Source: an optimization exercise on an open RTL-to-GDS flow (aim: small area, a short achievable clock period and few clock cycles per item). Production flows keep margins and buffers that such runs may drop. The RTL was checked by simulation tests, not by an equivalence proof against the original design. Power is estimated from default activity; no workload was simulated.

## fp_add_top
module fp_add_top (
    input  logic        sys_clk,
    input  logic        sys_rst_n,
    input  logic [31:0] data1_in,
    input  logic [31:0] data2_in,
    input  logic        op,
    input  logic        trig,
    output logic [31:0] data_out,
    output logic        vld
);
For scale: ~2200 cells after synthesis, ~98 flip-flops, ~100 I/O pins.
==> flow/config.mk <==
export PLATFORM = sky130hd
export DESIGN_NAME = fp_add_top
export DESIGN_NICKNAME = fp_add_top
export VERILOG_FILES = /design/flow/design.v
export SDC_FILE = /design/flow/constraint.sdc
export NUM_CORES = 4
export LEC_CHECK = 0
export ABC_AREA = 1
export CAP_MARGIN = 20
export CORE_MARGIN = 2
export CORE_UTILIZATION = 40
export SETUP_SLACK_MARGIN = 1.5
export SLEW_MARGIN = 20
==> flow/constraint.sdc <==
create_clock -name core_clock -period 6.0 [get_ports {sys_clk}]
set_input_delay 1.2000 -clock core_clock [delete_from_list [all_inputs] [get_ports {sys_clk}]]
set_output_delay 1.2000 -clock core_clock [all_outputs]
set_load 0.01 [all_outputs]
standard.sh (not shown) runs the stock make flow with config.mk's settings and CLKGATE_MAP_FILE= SYNTH_SCRIPT=/design/flow/synth_recipe.tcl, a recipe that flattens the netlist after the stock synthesis.
==> flow/flow/run.sh <==
#!/bin/bash
# Standard layout, with plain buffers on the ports instead of the delay
# cells the port buffering picks by default.
set -euo pipefail
bash standard.sh BUFFER_PORTS_ARGS="-buffer_cell sky130_fd_sc_hd__buf_1" SKIP_GATE_CLONING=1 finish > standard.log 2>&1
Testbench counts at the start, summed over its fixed seeds: cycles 16,000, items 8,000.
==> next run, changes <==
--- a/flow/design.v
+++ b/flow/design.v
@@ -35,56 +35,31 @@
 );
     always_comb begin
         y = a;
         for (int l = 0; l < L; l++) begin
             for (int i = 0; i < W; i++) begin
                 if (i[l]) begin
                     y[i] = y[i] & y[((i >> l) << l) - 1];
                 end
             end
         end
     end
 endmodule
-module fp_prefix_sum #(
-    parameter int W = 28,
-    parameter int L = 5            
-) (
-    input  logic [W-1:0] p,
-    input  logic [W-1:0] g,
-    input  logic         cin,
-    output logic [W-1:0] s
-);
-    logic [W-1:0] gg, gp;
-    always_comb begin
-        gg    = g;
-        gp    = p;
-        gg[0] = g[0] | (p[0] & cin);
-        for (int l = 0; l < L; l++) begin
-            for (int i = 0; i < W; i++) begin
-                if (i[l]) begin
-                    gg[i] = gg[i] | (gp[i] & gg[((i >> l) << l) - 1]);
-                    gp[i] = gp[i] & gp[((i >> l) << l) - 1];
-                end
-            end
-        end
-    end
-    assign s = p ^ {gg[W-2:0], cin};
-endmodule
 `timescale 1ns/1ps
 module fp_add_stage1 (
     input  logic [31:0] a,
     input  logic [31:0] b,
     input  logic        op,
-    output logic [27:0] p,         
-    output logic [27:0] g,         
+    output logic [24:0] x,         
+    output logic [27:0] y,         
     output logic [7:0]  e,
     output logic        sub,
     output logic        s,
     output logic        inf,
     output logic        nan
 );
     logic [7:0]  ea, eb;
     logic [22:0] fa, fb;
     logic        sa, sb;
     logic        za, zb;
     logic [23:0] ma, mb;
     logic        maxa, maxb;
@@ -124,59 +99,55 @@
     assign shift = dab[8] ? dba[7:0] : dab[7:0];
     assign big_m   = a_lt ? mb : ma;
     assign small_m = a_lt ? ma : mb;
     assign e       = a_lt ? eb : ea;
     assign far = shift[7:5] != 3'd0;
     always_comb begin
         for (int j = 0; j < 24; j++) begin
             lost[j] = far | (shift[4:0] > 5'(j + 2));
         end
     end
     assign y_sh   = far ? 26'd0 : ({small_m, 2'b00} >> shift[4:0]);
     assign sticky = |(small_m & lost);
-    logic [24:0] x;
-    logic [27:0] y;
     assign x = sub ? {big_m, 1'b0} : {1'b0, big_m};
     assign y = sub ? ~{y_sh, sticky, 1'b0} : {1'b0, y_sh, sticky};
-    assign p = {x, 3'b000} ^ y;
-    assign g = {x, 3'b000} & y;
 endmodule
 `timescale 1ns/1ps
 module fp_add_stage2 (
-    input  logic [27:0] p,         
-    input  logic [27:0] g,
+    input  logic [24:0] x,
+    input  logic [27:0] y,
     input  logic [7:0]  e,
     input  logic        sub,
     input  logic        s,
     input  logic        inf,
     input  logic        nan,
     output logic [31:0] result
 );
     logic [27:0] sum;
     logic        top;              
     logic        rnd_t, rnd_u;     
     logic [24:0] ones;             
     logic [23:0] inc_t, inc_u;     
     logic        cy_t, cy_u;       
     logic [22:0] f_frac;
     logic        f_cy;
     logic [9:0]  f_exp;
     logic        f_ovf, f_unf;
     logic        near;
     logic [4:0]  lz;
     logic [25:0] n_sh;
     logic [9:0]  n_exp;
-    fp_prefix_sum #(.W(28)) u_add (
-        .p   (p),
-        .g   (g),
+    fp_prefix_add #(.W(28)) u_add (
+        .a   ({x, 3'b000}),
+        .b   (y),
         .cin (sub),
         .s   (sum)
     );
     assign top   = sum[27];
     assign rnd_t = sum[3] & (sum[4] | sum[2] | sum[1] | sum[0]);
     assign rnd_u = sum[2] & (sum[3] | sum[1] | sum[0]);
     logic [23:0] ones4;            
     fp_prefix_and #(.W(24)) u_ones (
         .a (sum[27:4]),
         .y (ones4)
     );
     assign ones[0] = sum[3];
@@ -276,57 +247,57 @@
 module fp_add_top (
     input  logic        sys_clk,
     input  logic        sys_rst_n,
     input  logic [31:0] data1_in,
     input  logic [31:0] data2_in,
     input  logic        op,
     input  logic        trig,
     output logic [31:0] data_out,
     output logic        vld
 );
     logic        busy;
     logic        accept;
-    logic [27:0] p_d, p_q;         
-    logic [27:0] g_d, g_q;         
+    logic [24:0] x_d, x_q;         
+    logic [27:0] y_d, y_q;         
     logic [7:0]  e_d, e_q;         
     logic        sub_d, sub_q;     
     logic        s_d, s_q;         
     logic        inf_d, inf_q;     
     logic        nan_d, nan_q;     
     logic [31:0] result;
     assign accept = trig & ~busy;
     fp_add_stage1 u_s1 (
         .a   (data1_in),
         .b   (data2_in),
         .op  (op),
-        .p   (p_d),
-        .g   (g_d),
+        .x   (x_d),
+        .y   (y_d),
         .e   (e_d),
         .sub (sub_d),
         .s   (s_d),
         .inf (inf_d),
         .nan (nan_d)
     );
     always_ff @(posedge sys_clk) begin
-        p_q   <= p_d;
-        g_q   <= g_d;
+        x_q   <= x_d;
+        y_q   <= y_d;
         e_q   <= e_d;
         sub_q <= sub_d;
         s_q   <= s_d;
         inf_q <= inf_d;
         nan_q <= nan_d;
     end
     fp_add_stage2 u_s2 (
-        .p      (p_q),
-        .g      (g_q),
+        .x      (x_q),
+        .y      (y_q),
         .e      (e_q),
         .sub    (sub_q),
         .s      (s_q),
         .inf    (inf_q),
         .nan    (nan_q),
         .result (result)
     );
     always_ff @(posedge sys_clk or negedge sys_rst_n) begin
         if (!sys_rst_n) begin
             busy     <= 1'b0;
             vld      <= 1'b0;
             data_out <= '0;
Result: Sequential share of layout area barely changes; total power goes up by 5.0%; via count is about the same; wire length hardly moves; hold slack is about the same; final area goes up by 1.3%; combinational power goes up by 8.6%; area after synthesis barely changes; flip-flop and latch count goes up by 1; register-to-register slack gets worse by 0.08 ns; die area stays flat; first-iteration DRC count goes down by 14%; count of clock-buffer cells in the layout does not change.
Testbench counts after the change, summed over its fixed seeds: cycles 16,000, items 8,000.

==> what the ideal ports hide <==
No port has a modelled driver above. Below, the same layouts with a new extraction and two added sets of constraints.
Step 1: set_driving_cell puts a clkbuf_16 on sys_clk and a buf_2 on each other input, an assumption about the parent block.
Step 2, shift: input delay + t, output delay - t, t = (earliest + latest rising clock arrival at the registers) / 2. This alone moves slack from input paths to output paths.
a / b / c = ideal ports / drivers / drivers and shift; a / b = the first two.
run | shift t [ns] | setup WS [ns] | worst setup path after step 2
the first run | 0.407 | 1.703 / 1.731 / 1.323 | input to register
the second run | 0.409 | 1.669 / 1.669 / 1.343 | input to register
After both steps every run listed still meets setup and hold. For the first run, which loses most, drivers alone change the setup slack by +0.028 ns; drivers and shift together by -0.380 ns.
